Background: an optimization exercise with open tools, aiming at small area, a short achievable clock period and few clock cycles. Do not read the settings as production practice. Where RTL was checked, it was by simulation tests only, not by an equivalence proof against the original. Only the layout flow was run in runs 1 and 2; the RTL was not checked for function there. Power and IR drop assume default switching activity.

<file path="flow/run.sh">
#!/bin/bash
# The standard ORFS layout (the standard.sh) with two changes to how the
# layout is made: adders are left to ABC instead of being mapped to full- and
# half-adder cells first, and ports are buffered with the smallest buffer
# cell. Registers, their names and cell types are those of the standard
# synthesis. make's output goes to flow_make.log; each ORFS step keeps its own
# log under orfs/logs.
set -euo pipefail
bash standard.sh ADDER_MAP_FILE= "BUFFER_PORTS_ARGS=-buffer_cell sky130_fd_sc_hd__buf_1" finish > flow_make.log 2>&1
</file>
<file path="standard.sh">
#!/bin/bash
# synth_recipe.tcl (not shown) runs the flow's synth.tcl, then flattens the netlist and writes it again
# the make line also repeats each setting of config.mk as NAME=value (left out here)
make -C /OpenROAD-flow-scripts/flow DESIGN_CONFIG=/design/flow/config.mk WORK_HOME=/design/flow/orfs CLKGATE_MAP_FILE= SYNTH_SCRIPT=/design/flow/synth_recipe.tcl "${@:-finish}"
</file>
<file path="config.mk">
export PLATFORM = sky130hd
export DESIGN_NAME = calendar_clock_with_keypad_setup_unit
export DESIGN_NICKNAME = calendar_clock_with_keypad_setup_unit
export VERILOG_FILES = /design/flow/design.v
export SDC_FILE = /design/flow/constraint.sdc
export NUM_CORES = 4
export LEC_CHECK = 0
export ABC_AREA = 1
export CAP_MARGIN = 20
export CORE_MARGIN = 2
export CORE_UTILIZATION = 40
export SLEW_MARGIN = 20
</file>
<file path="constraint.sdc">
create_clock -name core_clock -period 14.0 [get_ports {clock}]
set_input_delay 2.8000 -clock core_clock [delete_from_list [all_inputs] [get_ports {clock}]]
set_output_delay 2.8000 -clock core_clock [all_outputs]
set_load 0.01 [all_outputs]
</file>
<file path="design.v">
`timescale 1ns / 1ps
`default_nettype none
package ccks_pkg;
   localparam int REQ_DATA_W = 8;
   localparam int RSP_DATA_W = 64;
endpackage
`default_nettype wire
`timescale 1ns / 1ps
`default_nettype none
module ccks_tick (
   input  wire [6:0] yh,
   input  wire [6:0] yl,
   input  wire [6:0] month,
   input  wire [7:0] day,
   input  wire [6:0] hour,
   input  wire [6:0] minute,
   input  wire [6:0] second,
   output logic [6:0] n_yh,
   output logic [6:0] n_yl,
   output logic [6:0] n_month,
   output logic [7:0] n_day,
   output logic [6:0] n_hour,
   output logic [6:0] n_minute,
   output logic [6:0] n_second,
   output logic       n_bump
);
   logic       h_bad, s_c, m_c, h_c, inc;
   logic       m_long, m_short, m_feb, m_dec, m_bad, m_valid, leap;
   logic [7:0] lim, dd;
   logic       at_lim, past_lim, over, roll, bump;
   logic [3:0] m_next;
   always_comb begin
      h_bad = hour > 7'd23;
      s_c   = second >= 7'd59;
      m_c   = !h_bad && (minute > 7'd59 || (minute == 7'd59 && s_c));
      h_c   = !h_bad && hour == 7'd23 && m_c;
      inc   = h_bad || h_c;
      n_second = s_c ? 7'd0 : {1'b0, second[5:0] + 6'd1};
      if (h_bad)
         n_minute = {6'd0, s_c};
      else
         n_minute = m_c ? 7'd0 : {1'b0, minute[5:0] + {5'd0, s_c}};
      if (h_bad)
         n_hour = 7'd23;
      else
         n_hour = h_c ? 7'd0 : {2'd0, hour[4:0] + {4'd0, m_c}};
      m_long  = month == 7'd1 || month == 7'd3 || month == 7'd5 || month == 7'd7 ||
                month == 7'd8 || month == 7'd10;
      m_short = month == 7'd4 || month == 7'd6 || month == 7'd9 || month == 7'd11;
      m_feb   = month == 7'd2;
      m_dec   = month == 7'd12;
      m_bad   = month > 7'd12;
      m_valid = m_long || m_short || m_feb;
      leap    = yl[1:0] == 2'd0;
      lim     = (m_long || m_bad) ? 8'd31 : (m_short ? 8'd30 : (leap ? 8'd29 : 8'd28));
      dd       = day + {7'd0, inc};
      at_lim   = day == lim;
      past_lim = day > lim;
      over     = h_bad ? ((at_lim || past_lim) && day != 8'd255) : past_lim;
      roll     = h_c && at_lim;
      m_next   = month[3:0] + 4'd1;
      n_month = month;
      n_day   = dd;
      bump    = m_bad;
      if (m_valid || m_bad) begin
         if (over) begin
            n_day   = {6'd0, h_c, !h_c};
            n_month = m_bad ? 7'd1 : {3'd0, m_next};
         end else if (roll) begin
            n_day   = 8'd1;
            n_month = m_bad ? 7'd2 : {3'd0, m_next};
         end else begin
            n_month = m_bad ? 7'd1 : month;
         end
      end else if (m_dec && dd == 8'd32) begin
         n_day   = 8'd1;
         n_month = 7'd1;
         bump    = 1'b1;
      end
      n_bump = bump;
      n_yl = yl;
      n_yh = yh;
      if (bump) begin
         if (yl == 7'd99) begin
            n_yl = 7'd0;
            n_yh = (yh == 7'd99) ? 7'd0 : yh + 7'd1;
         end else begin
            n_yl = yl + 7'd1;
         end
      end
   end
endmodule
`default_nettype wire
`timescale 1ns / 1ps
`default_nettype none
module ccks_key (
   input  wire [6:0] yh,
   input  wire [6:0] yl,
   input  wire [6:0] month,
   input  wire [7:0] day,
   input  wire [6:0] hour,
   input  wire [6:0] minute,
   input  wire [6:0] second,
   input  wire       row,
   input  wire [3:0] col,
   input  wire [4:0] key,
   output logic [7:0] val,
   output logic       w_yh,
   output logic       w_yl,
   output logic       w_month,
   output logic       w_day,
   output logic       w_hour,
   output logic       w_minute,
   output logic       w_second,
   output logic [3:0] n_col,
   output logic       n_row
);
   logic       is_digit;
   logic [3:0] digit;
   logic       s_yh, s_yl, s_month, s_day, s_hour, s_minute, s_second, tens;
   logic [7:0] v;
   logic [1:0] h;
   logic [3:0] t, o, a, b;
   always_comb begin
      is_digit = 1'b1;
      case (key)
         5'd1, 5'd2, 5'd3:   digit = key[3:0];
         5'd5, 5'd6, 5'd7:   digit = key[3:0] - 4'd1;
         5'd9, 5'd10, 5'd11: digit = key[3:0] - 4'd2;
         5'd14:              digit = 4'd0;
         default: begin
            digit    = 4'd0;
            is_digit = 1'b0;
         end
      endcase
   end
   always_comb begin
      s_yh = 1'b0; s_yl = 1'b0; s_month = 1'b0; s_day = 1'b0;
      s_hour = 1'b0; s_minute = 1'b0; s_second = 1'b0; tens = 1'b0;
      if (!row) begin
         case (col)
            4'd6:  begin s_yh = 1'b1; tens = 1'b1; end
            4'd7:  s_yh = 1'b1;
            4'd8:  begin s_yl = 1'b1; tens = 1'b1; end
            4'd9:  s_yl = 1'b1;
            4'd11: begin s_month = 1'b1; tens = 1'b1; end
            4'd12: s_month = 1'b1;
            4'd14: begin s_day = 1'b1; tens = 1'b1; end
            4'd15: s_day = 1'b1;
            default: ;
         endcase
      end else begin
         case (col)
            4'd6:  begin s_hour = 1'b1; tens = 1'b1; end
            4'd7:  s_hour = 1'b1;
            4'd9:  begin s_minute = 1'b1; tens = 1'b1; end
            4'd10: s_minute = 1'b1;
            4'd12: begin s_second = 1'b1; tens = 1'b1; end
            4'd13: s_second = 1'b1;
            default: ;
         endcase
      end
   end
   function automatic logic [9:0] to_bcd(input logic [7:0] x);
      logic [9:0] r;
      r = '0;
      for (int i = 7; i >= 0; i--) begin
         if (r[3:0] >= 4'd5) r[3:0] = r[3:0] + 4'd3;
         if (r[7:4] >= 4'd5) r[7:4] = r[7:4] + 4'd3;
         r = {r[8:0], x[i]};
      end
      to_bcd = r;
   endfunction
   always_comb begin
      v = ({8{s_yh}} & {1'b0, yh}) | ({8{s_yl}} & {1'b0, yl}) |
          ({8{s_month}} & {1'b0, month}) | ({8{s_day}} & day) |
          ({8{s_hour}} & {1'b0, hour}) | ({8{s_minute}} & {1'b0, minute}) |
          ({8{s_second}} & {1'b0, second});
      {h, t, o} = to_bcd(v);
      a   = tens ? digit : t;
      b   = tens ? o : digit;
      val = 8'd100 * {6'd0, h} + 8'd10 * {4'd0, a} + {4'd0, b};
   end
   assign w_yh     = is_digit && s_yh;
   assign w_yl     = is_digit && s_yl;
   assign w_month  = is_digit && s_month;
   assign w_day    = is_digit && s_day;
   assign w_hour   = is_digit && s_hour;
   assign w_minute = is_digit && s_minute;
   assign w_second = is_digit && s_second;
   assign n_col = (key == 5'd12) ? col + 4'd1 : ((key == 5'd13) ? col - 4'd1 : col);
   assign n_row = (key == 5'd4) ? ~row : row;
endmodule
`default_nettype wire
`timescale 1ns / 1ps
`default_nettype none
module calendar_clock_with_keypad_setup_unit (
   input  wire                                clock,
   input  wire                                reset,
   input  wire                                req_tvalid,
   output logic                               req_tready,
   input  wire  [ccks_pkg::REQ_DATA_W-1:0]    req_tdata,   
   input  wire                                req_tuser,   
   output logic                               rsp_tvalid,
   input  wire                                rsp_tready,
   output logic [ccks_pkg::RSP_DATA_W-1:0]    rsp_tdata
);
   logic [6:0] yh, yl;
   logic [6:0] month;
   logic [7:0] day;
   logic [6:0] hour, minute, second;
   logic       row;
   logic [3:0] col;
   logic       running;
   logic [13:0] year;
   logic        ystale;
   logic       rsp_v;
   logic       q0_v, q1_v;
   logic [5:0] q0, q1;
   logic       out_free, fire, take, op, shown;
   logic [4:0] key;
   logic [6:0] t_yh, t_yl, t_month, t_hour, t_minute, t_second;
   logic [7:0] t_day;
   logic       t_bump;
   logic [7:0] k_val;
   logic       w_yh, w_yl, w_month, w_day, w_hour, w_minute, w_second;
   logic [3:0] k_col;
   logic       k_row;
   logic       do_tick, do_key;
   ccks_tick u_tick (
      .yh (yh), .yl (yl), .month (month), .day (day),
      .hour (hour), .minute (minute), .second (second),
      .n_yh (t_yh), .n_yl (t_yl), .n_month (t_month), .n_day (t_day),
      .n_hour (t_hour), .n_minute (t_minute), .n_second (t_second),
      .n_bump (t_bump)
   );
   ccks_key u_key (
      .yh (yh), .yl (yl), .month (month), .day (day),
      .hour (hour), .minute (minute), .second (second),
      .row (row), .col (col), .key (key),
      .val (k_val),
      .w_yh (w_yh), .w_yl (w_yl), .w_month (w_month), .w_day (w_day),
      .w_hour (w_hour), .w_minute (w_minute), .w_second (w_second),
      .n_col (k_col), .n_row (k_row)
   );
   assign req_tready = !q1_v;
   assign take       = req_tvalid && !q1_v;
   assign shown      = rsp_v && !ystale;
   assign out_free   = !rsp_v || (shown && rsp_tready);
   assign fire       = q0_v && out_free;
   assign op         = q0[5];
   assign key        = q0[4:0];
   assign do_tick    = fire && !op && running;
   assign do_key     = fire && op && !running;
   always_ff @(posedge clock) begin
      if (reset) begin
         rsp_v  <= 1'b0;
         ystale <= 1'b1;
         q0_v   <= 1'b0;
         q1_v   <= 1'b0;
      end else begin
         rsp_v  <= fire || (rsp_v && !out_free);
         ystale <= (do_tick && t_bump) || (do_key && (w_yh || w_yl));
         q0_v   <= q1_v || take || (q0_v && !fire);
         q1_v   <= q0_v && !fire && (q1_v || take);
      end
      if (!q0_v || fire)
         q0 <= q1_v ? q1 : {req_tuser, req_tdata[4:0]};
      if (!q1_v)
         q1 <= {req_tuser, req_tdata[4:0]};
      year <= 14'd100 * {7'd0, yh} + {7'd0, yl};
   end
   always_ff @(posedge clock) begin
      if (reset) begin
         yh      <= 7'd20;
         yl      <= 7'd1;
         month   <= 7'd2;
         day     <= 8'd28;
         hour    <= 7'd23;
         minute  <= 7'd59;
         second  <= 7'd57;
         row     <= 1'b0;
         col     <= 4'd15;
         running <= 1'b0;
      end else begin
         if (do_tick) begin
            yh     <= t_yh;
            yl     <= t_yl;
            month  <= t_month;
            day    <= t_day;
            hour   <= t_hour;
            minute <= t_minute;
            second <= t_second;
         end
         if (do_key) begin
            if (w_yh)     yh     <= k_val[6:0];
            if (w_yl)     yl     <= k_val[6:0];
            if (w_month)  month  <= k_val[6:0];
            if (w_day)    day    <= k_val;
            if (w_hour)   hour   <= k_val[6:0];
            if (w_minute) minute <= k_val[6:0];
            if (w_second) second <= k_val[6:0];
            row <= k_row;
            col <= k_col;
         end
         if (fire && op && key == 5'd15) running <= 1'b1;
         if (fire && op && key == 5'd16) running <= 1'b0;
      end
   end
   assign rsp_tvalid = shown;
   assign rsp_tdata  = {7'd0, running, col, row, second, minute, hour, day, 1'b0, month, year};
endmodule
`default_nettype wire
</file>
==> impl_metrics.tcl, run 1 <==
set metrics [dict create \
    status "no timing/DRC/antenna violations" \
    rsz0062_at_grt "false" \
    place.gp.congestion 0.891 \
    power.share.clock_pct 39.4 \
    ir_worst_vdd_v 0.0000627 \
    worstPathArrival_ps 5140 \
    syn-cell-area_mm2 0.00699 \
    p_sw_mw 0.219 \
    overflow 0 \
    synth_area_leaders "dfxtp_1 24%, nand2_1 14%, inv_1 9.6%" \
    grt_pass1_wl_um 33600 \
    crit_path_top_delay_cell "nor2_1" \
    crit_chain "buf_1, a21oi_1, nor2_1, inv_1, nor2_1, inv_1, nor2_1, inv_1, nor2_1, inv_1, nor2_1, clkinv_1, o211ai_1, inv_1" \
    cts_buffers 9 \
    viasPerCell 5.16 \
    power.leakage_nw 3.76 \
    critPathCaptureType "flip-flop" \
    layout_min_cycle_time_ps 4900 \
    io_pins 79 \
    netlist.top_cell.by_area "dfxtp_1" \
    tritoncts "built" \
    setup_tns_ps 0 \
    hold_violations 0 \
    crit_path_start_kind "primary input" \
    relSlewSlack_pct 29.1 \
    clk_latency_ps 360 \
    max-cap-violations 0 \
    critPathTopFamily "simple AND/OR/NAND/NOR gates" \
    final_antenna_net_count 0 \
    finalMaxSlewViolations 0 \
    synth-main-ff-cell "dfxtp_1" \
    placementRows 48 \
    power_density_mw_per_mm2 87.8 \
    grt_max_degree 32 \
    finalCritPeriodShare_pct 35.0 \
    fin_skew_ps 10.2 \
    final_common_cell "nand2_1" \
    first_pass_iters 5 \
    die_h_um 136 \
    area_growth_pct 10.4 \
    post_synth_inst_count 1131 \
    wl_per_cell_um 14.6 \
    ys_ff_latch 91 \
    synth_edf_count 6 \
    synth_top_area_share_pct 24.4 \
    slowest_delay_ps 380 \
    core_area_mm2 0.0172 \
    first_iter_violations 545 \
    grt_util_all_layers_pct 23.0 \
    worstSetupPathType "primary input to flip-flop" \
    synth_seq_area_share_pct 26.9 \
    clk_pin_slew_worst_paths_ps 70 \
    ctsLongestPathBuffers 2 \
    cp-startpoint "rsp_tready" \
    cts_hold_buf 0 \
    hp-class "flip-flop to flip-flop" \
    start_util_pct 40.7 \
    r2r_start "hour[3]$_SDFF_PP0_" \
    root_buffer "clkbuf_16" \
    synthDistinctLibCells 56 \
    synthesis.yosys.warnings 3 \
    die_x_um 136 \
    die_area_mm2 0.0185 \
    post_cts_buffers 0 \
    fmax_ghz 0.204 \
    final_nets 1199 \
    cts_resized 0 \
    finalSetupViolCount 0 \
    grt_pass1_vias 6593 \
    p_sw_share_pct 32.4 \
    required_ps 14240 \
    path_buf_inv 7 \
    num_antenna_cells 0 \
    synthArstFlopShare_pct 0 \
    numClockSinks 91 \
    drcViolationCount 0 \
    min_from "yl[1]$_SDFF_PP0_" \
    io_buffers 67 \
    crit_fanout 9 \
    via_count 7311 \
    p_comb_share_pct 20.8 \
    whs_ps 399 \
    finalWirelength_um 20700 \
    cts.htree.levels 3 \
    postSynthAreaPerCell_um2 6.18 \
    grt_antenna_before_repair 0 \
    hpwl_um 15900 \
    layout_common_cells "253 x nand2_1, 177 x inv_1, 121 x nor2_1" \
    seqPwrFrac_pct 39.9 \
    drive_gt1_share_pct 8.73 \
    cell_internal_pwr_mw 0.457 \
    tightestPinTransition_ps 1050 \
]
==> synth_stat cells (2+ instances only) <==
cell type  count
o22ai_1       16
buf_4         10
a31o_2         2
a21oi_1       59
o21ai_2        2
a21oi_4        2
buf_6          2
a221oi_1       2
nor2_2         4
nand3_2        9
nor2_4         6
nand4_1       11
o211ai_1      25
nor3_1        22
xnor2_1        3
nor4_1         7
o221ai_1       6
nand2_4       13
dfxtp_1       85
o21ai_1        7
nand3_1       92
buf_2          2
nor2_1       121
a21o_1         3
xor2_1        27
clkinv_1       8
inv_2         12
edfxtp_1       6
a31oi_1        5
inv_1        178
nand2_1      253
a211oi_1       2
o21ai_0       60
or2_2          8
clkbuf_1      20
nand2_2       21
==> final cells by class <==
| type | count | area [um2] |
|---|---|---|
| Timing Repair Buffer | 71 | 282 |
| Fill cell | 1899 | 9470 |
| Clock buffer | 9 | 225 |
| Inverter | 199 | 749 |
| Sequential cell | 91 | 1880 |
| Clock inverter | 7 | 92.6 |
| Tap cell | 225 | 282 |
| Multi-Input combinational cell | 814 | 4200 |
==> worst register-to-register path, delay by kind of cell, from the launching register on <==
family | cells | cell delay, ps
flip-flops | 1 | 440
XOR/XNOR | 1 | 180
AND/OR/NAND/NOR | 11 | 2230
AO/OA/AOI/OAI | 3 | 1180
buffers and inverters | 3 | 660
==> metal layers <==
layer,track usage [%],up-vias,share of wire [%],wire [um]
met1,29.5,3338,45,9280
met2,39.3,187,48,9950
met5,0,-,0,0
met3,4.06,29,5.2,1080
met4,7.47,0,2.0,417
li1,-,3757,-,-
==> power groups by stage <==
stage	combinational [mW]	sequential, mW	clock (mW)
final	0.140	0.270	0.267
after global routing	0.156	0.270	0.282
after CTS	0.140	0.270	0.271
after detailed placement	0.139	0.276	0
after global placement	0.139	0.276	0
after floorplan	0.0994	0.275	0
==> flip-flops by register name, summed over array words and instances (netlist names), 7 cells and up, named ones only <==
register / flops
second: 7
year: 14
day: 8
yh: 7
hour: 7
yl: 7
minute: 7
month: 7
==> logic make-up (layout without fill, tap and decap cells) <==
logic type | after synthesis | count (layout) | synth area share, %
DFF | 91 | 91 | 26.9
buffers and inverters | 233 | 286 | 13.3
other | 1 | 8 | 0.0537
AOI/OAI and AO/OA | 203 | 203 | 17.8
xor gates and xnor gates | 30 | 30 | 3.76
and+or+nand+nor | 573 | 573 | 38.1
==> metrics by stage <==
stage	cells	power, mW	worst slack [ps]	cell area [um2]	utilization [%]
final	1416	0.677	9100	7710	44.9
after CTS	1416	0.681	9170	7710	44.9
after global routing	1416	0.708	8800	7710	44.9
after detailed placement	1400	0.415	8810	7390	43.0
after global placement	1400	0.415	8830	7390	43.0
after floorplan	1138	0.374	9470	7010	-
==> final timing paths <==
check                         to  slack [ps]  cells after the start
max          month[2]$_SDFF_PP0_        9100                     14
min              year[1]$_DFF_P_         400                      0
max reg2reg     yh[4]$_SDFF_PP1_        9160                     18
min reg2reg      year[1]$_DFF_P_         400                      0
==> inputs of run 2 (changes only) <==
==> flow/run.sh (replaced) <==
#!/bin/bash
# The standard ORFS layout (the standard.sh) with two changes to how the
# layout is made: adders are left to ABC instead of being mapped to full- and
# half-adder cells first, and ports are buffered with the smallest buffer
# cell; timing repair aims for 9.5 ns of setup slack. Registers, their names and cell types are those of the standard
# synthesis. make's output goes to flow_make.log; each ORFS step keeps its own
# log under orfs/logs.
set -euo pipefail
bash standard.sh ADDER_MAP_FILE= "BUFFER_PORTS_ARGS=-buffer_cell sky130_fd_sc_hd__buf_1" SETUP_SLACK_MARGIN=9.5 finish > flow_make.log 2>&1
==> impl_metrics.tcl, run 2 <==
set metrics [dict create \
    status "no timing/DRC/antenna violations" \
    first_iter_violations 586 \
    largest_reg_flops 14 \
    final_antenna_net_count 0 \
    multi_input_area_mm2 0.00433 \
    regArea_mm2 0.00189 \
    final_common_cell "nand2_1" \
    synthDistinctLibCells 56 \
    power.leakage_nw 3.80 \
    ir_worst_vdd_v 0.0000616 \
    top_register "year" \
    final_nets 1207 \
    die_area_mm2 0.0185 \
    placementRows 48 \
    crit_path_start_kind "primary input" \
    worstSetupPathType "primary input to flip-flop" \
    clk_latency_ps 350 \
    die_x_um 136 \
    fin_skew_ps 10.8 \
    netlist.top_cell.by_area "dfxtp_1" \
    num_antenna_cells 0 \
    tritoncts "built" \
    finalSetupViolCount 0 \
    die_h_um 136 \
    root_buffer "clkbuf_16" \
    synth-main-ff-cell "dfxtp_1" \
    cts_buffers 9 \
    fill_cells 1856 \
    synth_seq_area_share_pct 26.9 \
    syn-cell-area_mm2 0.00699 \
    synthesis.yosys.warnings 3 \
    io_pins 79 \
    hold_violations 0 \
    grt_antenna_before_repair 0 \
    whs_ps 402 \
    clk_pin_slew_worst_paths_ps 70 \
    yosysMostFrequentCell "nand2_1" \
    start_util_pct 40.7 \
    grt_max_degree 29 \
    crit_fanout 7 \
    final_cells 1424 \
    top_regs "year x14, day x8" \
    drcViolationCount 0 \
    post_synth_inst_count 1131 \
    first_pass_iters 5 \
    required_ps 14240 \
    tightestPinTransition_ps 649 \
    synthTopCellsByCount "253 x nand2_1, 178 x inv_1, 121 x nor2_1, 92 x nand3_1, 85 x dfxtp_1" \
    synth_top_area_share_pct 24.4 \
    placed_area_mm2 0.00740 \
    ctsLongestPathBuffers 2 \
    synth_area_leaders "dfxtp_1 24%, nand2_1 14%, inv_1 9.6%" \
    finalCritPeriodShare_pct 31.2 \
    ys_ff_latch 91 \
    core_area_mm2 0.0172 \
    post-route-cell-area_mm2 0.00791 \
    finalWirelength_um 21200 \
    layout_min_cycle_time_ps 4370 \
    area_growth_pct 13.3 \
    numClockSinks 91 \
    drive_gt1_share_pct 12.3 \
    io_buffers 67 \
    finalMaxSlewViolations 0 \
    hp-class "flip-flop to flip-flop" \
    grt_util_all_layers_pct 23.2 \
    grt_pass1_vias 6676 \
    power_density_mw_per_mm2 84.5 \
    synthArstFlopShare_pct 0 \
    worstPathArrival_ps 4610 \
    place.gp.congestion 0.919 \
    critPathCaptureType "flip-flop" \
    layout_common_cells "247 x nand2_1, 173 x inv_1, 110 x nor2_1" \
    via_count 7451 \
    max-cap-violations 0 \
    relSlewSlack_pct 56.4 \
    cts.htree.levels 3 \
    setup_tns_ps 0 \
    wl_per_cell_um 14.9 \
    overflow 0 \
    final_core_utilization_pct 46.1 \
    postSynthAreaPerCell_um2 6.18 \
    rsz0062_at_grt "true" \
    cts_hold_buf 0 \
    viasPerCell 5.23 \
    hpwl_um 16100 \
    grt_pass1_wl_um 33600 \
    synth_edf_count 6 \
    dp.cells 1400 \
    fmax_ghz 0.229 \
]
==> run 2: path summary, 6_finish.rpt <==
kind,from,to,slack (ps),cells past startpoint
setup / recovery,rsp_tready,day[0]$_SDFF_PP0_,9630,14
hold / removal,yl[1]$_SDFF_PP0_,year[1]$_DFF_P_,400,0
hold reg to reg,yl[1]$_SDFF_PP0_,year[1]$_DFF_P_,400,0
setup reg to reg,hour[3]$_SDFF_PP0_,yh[4]$_SDFF_PP1_,9830,20
==> run 2: through the flow <==
stage | total power, mW | setup slack, ps
floorplan | 0.374 | 9500
global placement | 0.415 | 8560
detailed placement | 0.415 | 8530
CTS | 0.668 | 9340
global route | 0.697 | 9460
finish | 0.669 | 9630
==> run 2: final cells by class <==
class,instances,area share (%)
multi-input cells,814,54.8
flip-flops and latches,91,23.9
inverters,199,9.68
repair buffers,79,4.36
well taps,225,3.56
clock buffers,11,2.94
clock inverters,5,0.791
==> run 2: where the power goes <==
group	leakage, nW	switching (mW)	internal, mW	total (mW)
sequential	0.752	0.00373	0.266	0.269
combinational	2.91	0.110	0.0387	0.149
clock	0.136	0.111	0.140	0.251
==> run 2: critical path, stage by stage <==
cell        delay [ps]
buf_1               80
a21oi_1             90
nor2_1             160
inv_1               70
nor2_2             100
inv_1               80
nor2_4             170
inv_2               70
nor2_4             120
inv_4               90
nor2_4             170
clkinvlp_4         180
buf_4              170
o221a_2            250
==> run 2: per-layer routing <==
metal  up-vias  track usage, %  routed length, um
met1      3391            29.8               9270
met5         -               0                  0
li1       3787               -                  -
met3        32            3.62               1320
met4         0            7.41                543
met2       241            39.7              10100
==> run 2: logic make-up (layout without fill, tap and decap cells) <==
family	count (synthesis)	count (layout)	share of synthesized area, %
compound gates	203	203	17.8
xor+xnor	30	30	3.76
buf+inv	233	294	13.3
flops	91	91	26.9
other cells	1	8	0.0537
simple gates	573	573	38.1
==> run 2: what timing repair did <==
item | CTS | global route
pin swaps | 0 | 6
setup endpoints to repair | 45 | 51
setup buffers | 0 | 8
resized for setup | 12 | 45
==> inputs of run 3 (changes only) <==
--- a/design.v
+++ b/design.v
@@ -134,33 +134,15 @@
          end
       endcase
    end
-   always_comb begin
-      s_yh = 1'b0; s_yl = 1'b0; s_month = 1'b0; s_day = 1'b0;
-      s_hour = 1'b0; s_minute = 1'b0; s_second = 1'b0; tens = 1'b0;
-      if (!row) begin
-         case (col)
-            4'd6:  begin s_yh = 1'b1; tens = 1'b1; end
-            4'd7:  s_yh = 1'b1;
-            4'd8:  begin s_yl = 1'b1; tens = 1'b1; end
-            4'd9:  s_yl = 1'b1;
-            4'd11: begin s_month = 1'b1; tens = 1'b1; end
-            4'd12: s_month = 1'b1;
-            4'd14: begin s_day = 1'b1; tens = 1'b1; end
-            4'd15: s_day = 1'b1;
-            default: ;
-         endcase
-      end else begin
-         case (col)
-            4'd6:  begin s_hour = 1'b1; tens = 1'b1; end
-            4'd7:  s_hour = 1'b1;
-            4'd9:  begin s_minute = 1'b1; tens = 1'b1; end
-            4'd10: s_minute = 1'b1;
-            4'd12: begin s_second = 1'b1; tens = 1'b1; end
-            4'd13: s_second = 1'b1;
-            default: ;
-         endcase
-      end
-   end
+   assign s_yh     = !row && (col == 4'd6 || col == 4'd7);
+   assign s_yl     = !row && (col == 4'd8 || col == 4'd9);
+   assign s_month  = !row && (col == 4'd11 || col == 4'd12);
+   assign s_day    = !row && (col == 4'd14 || col == 4'd15);
+   assign s_hour   = row && (col == 4'd6 || col == 4'd7);
+   assign s_minute = row && (col == 4'd9 || col == 4'd10);
+   assign s_second = row && (col == 4'd12 || col == 4'd13);
+   assign tens     = row ? (col == 4'd6 || col == 4'd9 || col == 4'd12)
+                         : (col == 4'd6 || col == 4'd8 || col == 4'd11 || col == 4'd14);
    function automatic logic [9:0] to_bcd(input logic [7:0] x);
       logic [9:0] r;
       r = '0;
==> impl_metrics.tcl, run 3 <==
set metrics [dict create \
    top_register "year" \
    slowest_delay_ps 340 \
    drive_gt1_share_pct 13.9 \
    layout_min_cycle_time_ps 4340 \
    drcViolationCount 0 \
    worstPathArrival_ps 4590 \
    grt_max_degree 37 \
    grt_pass1_vias 6353 \
    critPathCaptureType "flip-flop" \
    die_h_um 133 \
    place_ws_ps 8890 \
    netlist.top_cell.by_area "dfxtp_1" \
    power.share.clock_pct 35.2 \
    grt_antenna_before_repair 0 \
    crit_chain "buf_1, a21oi_1, nor2_1, nand2_1, nor2_4, inv_1, nor2_1, inv_1, nor2_2, inv_1, o21ai_0, o221ai_1, inv_1" \
    clk_latency_ps 360 \
    clk_pin_slew_worst_paths_ps 70 \
    p_comb_share_pct 26.0 \
    rsz0062_at_grt "true" \
    io_buffers 67 \
    final_common_cell "nand2_1" \
    p_sw_mw 0.234 \
    status "no timing/DRC/antenna violations" \
    fill_cells 1752 \
    cell_internal_pwr_mw 0.422 \
    overflow 0 \
    setup_ws_ps 9660 \
    crit_top_cell "inv_1" \
    relSlewSlack_pct 29.3 \
    worstSetupPathType "primary input to flip-flop" \
    finalWirelength_um 21200 \
    first_iter_violations 694 \
    synthesis.yosys.warnings 3 \
    syn-cell-area_mm2 0.00667 \
    post_synth_inst_count 1106 \
    hold_violations 0 \
    busiest_layer "met2" \
    power_density_mw_per_mm2 82.2 \
    wl_per_cell_um 15.1 \
    start_util_pct 40.5 \
    tightestPinTransition_ps 1050 \
    finalMaxSlewViolations 0 \
    ir_worst_vdd_v 0.0000632 \
    num_antenna_cells 0 \
    synthArstFlopShare_pct 0 \
    numClockSinks 86 \
    r2r_slack_ps 9660 \
    final_antenna_net_count 0 \
    fin_skew_ps 13.1 \
    synth-main-ff-cell "dfxtp_1" \
    synthTopCellsByCount "270 x nand2_1, 180 x inv_1, 123 x nor2_1, 84 x nand3_1, 80 x dfxtp_1" \
    final_nets 1197 \
    use_met2_pct 38.4 \
    crit_fanout 7 \
    synth_seq_area_share_pct 26.7 \
    yosysMostFrequentCell "nand2_1" \
    synthDistinctLibCells 49 \
    power.leakage_nw 3.74 \
    cts_hold_buf 0 \
    area_growth_pct 19.5 \
    synth_edf_count 6 \
    cts_buffers 9 \
    finalCritPeriodShare_pct 31.0 \
    tritoncts "built" \
    max-cap-violations 0 \
    synth_area_leaders "dfxtp_1 24%, nand2_1 15%, inv_1 10%" \
    ctsLongestPathBuffers 2 \
    layout_common_cells "249 x nand2_1, 179 x inv_1, 106 x nor2_1" \
    fmax_ghz 0.231 \
    use_met3_pct 3.88 \
    cts.htree.levels 3 \
    core_area_mm2 0.0165 \
    root_buffer "clkbuf_16" \
    grt_pass1_wl_um 32700 \
    finalSetupViolCount 0 \
    ys_ff_latch 86 \
    largest_reg_flops 14 \
    hpwl_um 15700 \
    crit_path_top_delay_cell "inv_1" \
    synth_top_area_share_pct 24.0 \
    hp-class "flip-flop to flip-flop" \
    placementRows 47 \
    met1_usage_pct 31.4 \
    grt_util_all_layers_pct 23.2 \
    p_sw_share_pct 35.6 \
    place.gp.congestion 0.951 \
    seqPwrFrac_pct 38.8 \
    io_pins 79 \
    required_ps 14260 \
    setup_tns_ps 0 \
    postSynthAreaPerCell_um2 6.03 \
    top_regs "year x14, day x8" \
    viasPerCell 5.23 \
    die_area_mm2 0.0177 \
    crit_path_start_kind "primary input" \
    first_pass_iters 7 \
    via_count 7371 \
    die_x_um 133 \
]
==> run 3: changes by cell type after synthesis, sizes merged, moves of 6 or more <==
cell    delta
nand4      +6
a21oi     -16
nor2       -7
o22ai     -11
xor2       -6
a31oi      +8
o221ai     +6
nand3      -6
==> run 3: what timing repair did <==
action	4_1_cts	5_1_grt
gates cloned	0	1
resized for setup	16	94
pin swaps	3	21
setup endpoints to repair	35	46
setup buffers	4	15
==> run 3: worst paths after layout <==
path | from | depth (start not counted) | endpoint
worst max register to register | col[3]$_SDFFE_PP1P_ | 36 | day[6]$_SDFF_PP0_
worst max-delay path | rsp_tready | 13 | minute[2]$_SDFF_PP0_
worst min register to register | yl[0]$_SDFF_PP1_ | 0 | year[0]$_DFF_P_
worst min-delay path | yl[0]$_SDFF_PP1_ | 0 | year[0]$_DFF_P_
==> run 3: power by group through the flow <==
stage	registers [mW]	clock network, mW	logic (mW)
floorplan	0.260	0	0.102
finish	0.255	0.231	0.171
detailed placement	0.261	0	0.139
CTS	0.255	0.232	0.141
global placement	0.261	0	0.137
global route	0.255	0.242	0.186
==> run 3: cell type report <==
class / instances / area (um2) / share of cell area (%)
Timing Repair Buffer: 91 / 437 / 5.48
Clock inverter: 6 / 47.5 / 0.596
Sequential cell: 86 / 1800 / 22.5
Tap cell: 220 / 275 / 3.45
Clock buffer: 10 / 229 / 2.87
Inverter: 203 / 768 / 9.63
Multi-Input combinational cell: 793 / 4420 / 55.4
==> run 3: per-layer routing <==
layer | wire length [um] | part of all wire (%)
met1 | 9560 | 45
met2 | 9930 | 47
met3 | 1330 | 6.3
met4 | 405 | 1.9
met5 | 0 | 0
==> run 3: cell families (layout without fill, tap and decap cells) <==
family          after synthesis  in the layout  share of synthesized area, %
compound gates              198            198                          18.4
xor+xnor                     25             25                          3.28
buf+inv                     234            310                          13.8
flops                        86             86                          26.7
other cells                   1              8                        0.0562
simple gates                562            562                          37.7
==> run 3: per-stage QoR <==
step                      total power, mW  util, %  instance area, um2  hold WS (ps)  std cells
after floorplan                     0.362        -                6700           376       1113
after global placement              0.398     43.2                7110           420       1373
after detailed placement            0.400     43.2                7110           413       1373
after CTS                           0.628     45.3                7460           431       1393
after global routing                0.684     48.4                7970           442       1409
final                               0.656     48.4                7970           447       1409
==> run 3: critical path: cells and delay by family <==
kind | cells | cell delay (ps)
AO/OA/AOI/OAI | 3 | 530
buffers and inverters | 5 | 760
AND/OR/NAND/NOR | 5 | 490
Testbench counts of run 3, summed over its fixed seeds: cycles 40,661.
==> inputs of run 4 (changes only) <==
==> flow/run.sh (replaced) <==
#!/bin/bash
# The standard ORFS layout (the standard.sh) with three changes to how
# the layout is made:
#  - adders are left to ABC instead of being mapped to full- and half-adder
#    cells first (ADDER_MAP_FILE empty);
#  - ports are buffered with the smallest buffer cell;
#  - timing repair aims for 9.7 ns of setup slack at the 14 ns clock, so it
#    keeps working on paths the 14 ns constraint alone would leave as they are.
# Registers, their names and cell types are those of the standard synthesis.
# make's output goes to flow_make.log; each ORFS step keeps its own log under
# orfs/logs.
set -euo pipefail
bash standard.sh ADDER_MAP_FILE= \
  "BUFFER_PORTS_ARGS=-buffer_cell sky130_fd_sc_hd__buf_1" \
  SETUP_SLACK_MARGIN=9.7 finish > flow_make.log 2>&1
--- a/config.mk
+++ b/config.mk
@@ -8,5 +8,8 @@
 export ABC_AREA = 1
 export CAP_MARGIN = 20
 export CORE_MARGIN = 2
-export CORE_UTILIZATION = 40
+export CORE_UTILIZATION = 65
+export CTS_BUF_LIST = sky130_fd_sc_hd__clkbuf_8
+export CTS_CLUSTER_DIAMETER = 100
+export CTS_CLUSTER_SIZE = 40
 export SLEW_MARGIN = 20
==> impl_metrics.tcl, run 4 <==
set metrics [dict create \
    clk_latency_ps 380 \
    ys_ff_latch 86 \
    first_iter_violations 1008 \
    hp-class "flip-flop to flip-flop" \
    finalWirelength_um 21800 \
    finalMaxSlewViolations 0 \
    crit_path_start_kind "flip-flop" \
    grt_max_degree 37 \
    root_buffer "clkbuf_8" \
    overflow 0 \
    synthesis.yosys.warnings 3 \
    setup_ws_ps 9550 \
    grt_pass1_vias 6556 \
    ir_worst_vdd_v 0.0000681 \
    worstSetupPathType "flip-flop to flip-flop" \
    wl_per_cell_um 16.2 \
    final_core_utilization_pct 81.5 \
    clk_pin_slew_worst_paths_ps 100 \
    crit_path_top_delay_cell "dfxtp_4" \
    finalSetupViolCount 0 \
    power_density_mw_per_mm2 77.6 \
    fin_skew_ps 12.7 \
    required_ps 14320 \
    synthArstFlopShare_pct 0 \
    post_synth_inst_count 1106 \
    placementRows 36 \
    die_h_um 105 \
    synth_top_area_share_pct 24.0 \
    power.leakage_nw 3.82 \
    cts_hold_buf 0 \
    critPathTopFamily "simple AND/OR/NAND/NOR gates" \
    cts.htree.levels 3 \
    setup_tns_ps 0 \
    hold_violations 0 \
    layout_common_cells "241 x nand2_1, 173 x inv_1, 104 x nor2_1" \
    viasPerCell 5.94 \
    max-cap-violations 0 \
    drcViolationCount 0 \
    largest_reg_flops 14 \
    hpwl_um 14600 \
    num_antenna_cells 0 \
    yosysMostFrequentCell "nand2_1" \
    first_pass_iters 11 \
    path_buf_inv 8 \
    synth_seq_area_share_pct 26.7 \
    critPathCaptureType "flip-flop" \
    synth_area_leaders "dfxtp_1 24%, nand2_1 15%, inv_1 10%" \
    io_buffers 67 \
    synthTopCellsByCount "270 x nand2_1, 180 x inv_1, 123 x nor2_1, 84 x nand3_1, 80 x dfxtp_1" \
    postSynthAreaPerCell_um2 6.03 \
    drive_gt1_share_pct 17.5 \
    ctsLongestPathBuffers 2 \
    start_util_pct 67.6 \
    core_area_mm2 0.00986 \
    synth-main-ff-cell "dfxtp_1" \
    top_register "year" \
    status "no timing/DRC/antenna violations" \
    slowest_delay_ps 410 \
    final_antenna_net_count 0 \
    layout_min_cycle_time_ps 4450 \
    synthDistinctLibCells 49 \
    via_count 7975 \
    die_x_um 105 \
    grt_util_all_layers_pct 35.6 \
    crit_fanout 7 \
    area_growth_pct 20.5 \
    syn-cell-area_mm2 0.00667 \
    rsz0062_at_grt "true" \
    fmax_ghz 0.225 \
    grt_antenna_before_repair 0 \
    io_pins 79 \
    top_regs "year x14, day x8" \
    grt_pass1_wl_um 31700 \
    finalCritPeriodShare_pct 31.8 \
    relSlewSlack_pct 27.6 \
    numClockSinks 86 \
    netlist.top_cell.by_area "dfxtp_1" \
    die_area_mm2 0.0111 \
    final_common_cell "nand2_1" \
    tightestPinTransition_ps 1080 \
    place_ws_ps 9070 \
    synth_edf_count 6 \
    place.gp.congestion 0.990 \
    tritoncts "built" \
    worstPathArrival_ps 4760 \
    final_nets 1217 \
    cts_buffers 9 \
]
## run 4: cell counts after synthesis
Identical to the previous run, type by type.
## run 4: power by group
group,switching [mW],total [mW],internal (mW),leakage [nW]
clock,0.106,0.175,0.0687,0.0973
combinational,0.133,0.195,0.0613,3.01
sequential,0.00376,0.254,0.251,0.712
## run 4: worst reg2reg max path, delay by kind of cell (launching register included)
kind	cells	cell delay [ps]
AOI/OAI and AO/OA	3	440
buffers and inverters	8	770
DFF	1	410
and+or+nand+nor	25	2760
## run 4: kinds of logic (layout without fill, tap and decap cells)
logic type / Yosys count / after routing / share of synthesized area (%)
xor+xnor: 25 / 25 / 3.28
compound gates: 198 / 198 / 18.4
simple gates: 562 / 562 / 37.7
buf+inv: 234 / 330 / 13.8
flops: 86 / 86 / 26.7
other cells: 1 / 8 / 0.0562
## run 4: metrics by stage
| step | hold slack, ps | instance area, um2 | power (mW) | instances |
|---|---|---|---|---|
| 6_report | 430 | 8040 | 0.624 | 1342 |
| 5_1_grt | 440 | 8040 | 0.643 | 1342 |
| 4_1_cts | 418 | 7320 | 0.567 | 1308 |
| 3_5_place_dp | 404 | 7010 | 0.396 | 1286 |
| 3_3_place_gp | 406 | 7010 | 0.395 | 1286 |
| 2_1_floorplan | 376 | 6720 | 0.362 | 1113 |
## run 4: path summary, 6_finish.rpt
| path | startpoint | to | slack (ps) | cells after the start |
|---|---|---|---|---|
| max | col[3]$_SDFFE_PP1P_ | minute[6]$_SDFF_PP0_ | 9550 | 36 |
| min | yl[0]$_SDFF_PP1_ | year[0]$_DFF_P_ | 430 | 0 |
| max reg2reg | col[3]$_SDFFE_PP1P_ | minute[6]$_SDFF_PP0_ | 9550 | 36 |
| min reg2reg | yl[0]$_SDFF_PP1_ | year[0]$_DFF_P_ | 430 | 0 |
## run 4: final cells by class
cell class	count	area (um2)
clock inverter	7	60.1
clock buffer	9	124
timing repair buffer	111	581
inverter	203	779
multi-input combinational	793	4530
fill	728	1820
sequential	86	1800
tap	133	166
## run 4: metal layers
layer / vias up / share of wire, % / GRT usage [%] / wire length [um]
met3: 103 / 12 / 7.61 / 2710
met1: 3524 / 38 / 47.5 / 8370
met4: 0 / 4.9 / 13.4 / 1060
li1: 3793 / - / - / -
met2: 555 / 44 / 56.5 / 9610
met5: - / 0 / 0 / 0
## run 4: timing repair
item	in CTS	in global routing
gates cloned	1	0
setup buffers	5	34
pin swaps	4	42
setup endpoints to repair	46	50
gates resized for setup	26	121

[port drivers added, routing unchanged]
The results above use ideal ports. As a check the final layouts listed here were re-extracted and re-timed, cells and wires unchanged. Step 1, drivers: a clkbuf_16 drives clock and a buf_2 each remaining input, both assumed. Step 2, shift: input delay + t, output delay - t, t = (earliest + latest rising clock arrival at the registers) / 2. This alone moves slack from input paths to output paths. a / b / c = ideal ports / drivers / drivers and shift; a / b = the first two.
run	shift t [ns]	setup slack, ns	worst slew at a driven data input, ns
run 1	0.394	9.101 / 9.117 / 8.723	0.03
run 2	0.393	9.634 / 9.652 / 9.260	0.03
run 3	0.398	9.663 / 9.663 / 9.292	0.03
run 4	0.410	9.555 / 9.555 / 9.381	0.03
After both steps setup and hold are still met in every run listed. For run 1, which loses most, drivers alone change the setup slack by +0.016 ns; drivers and shift together by -0.378 ns.
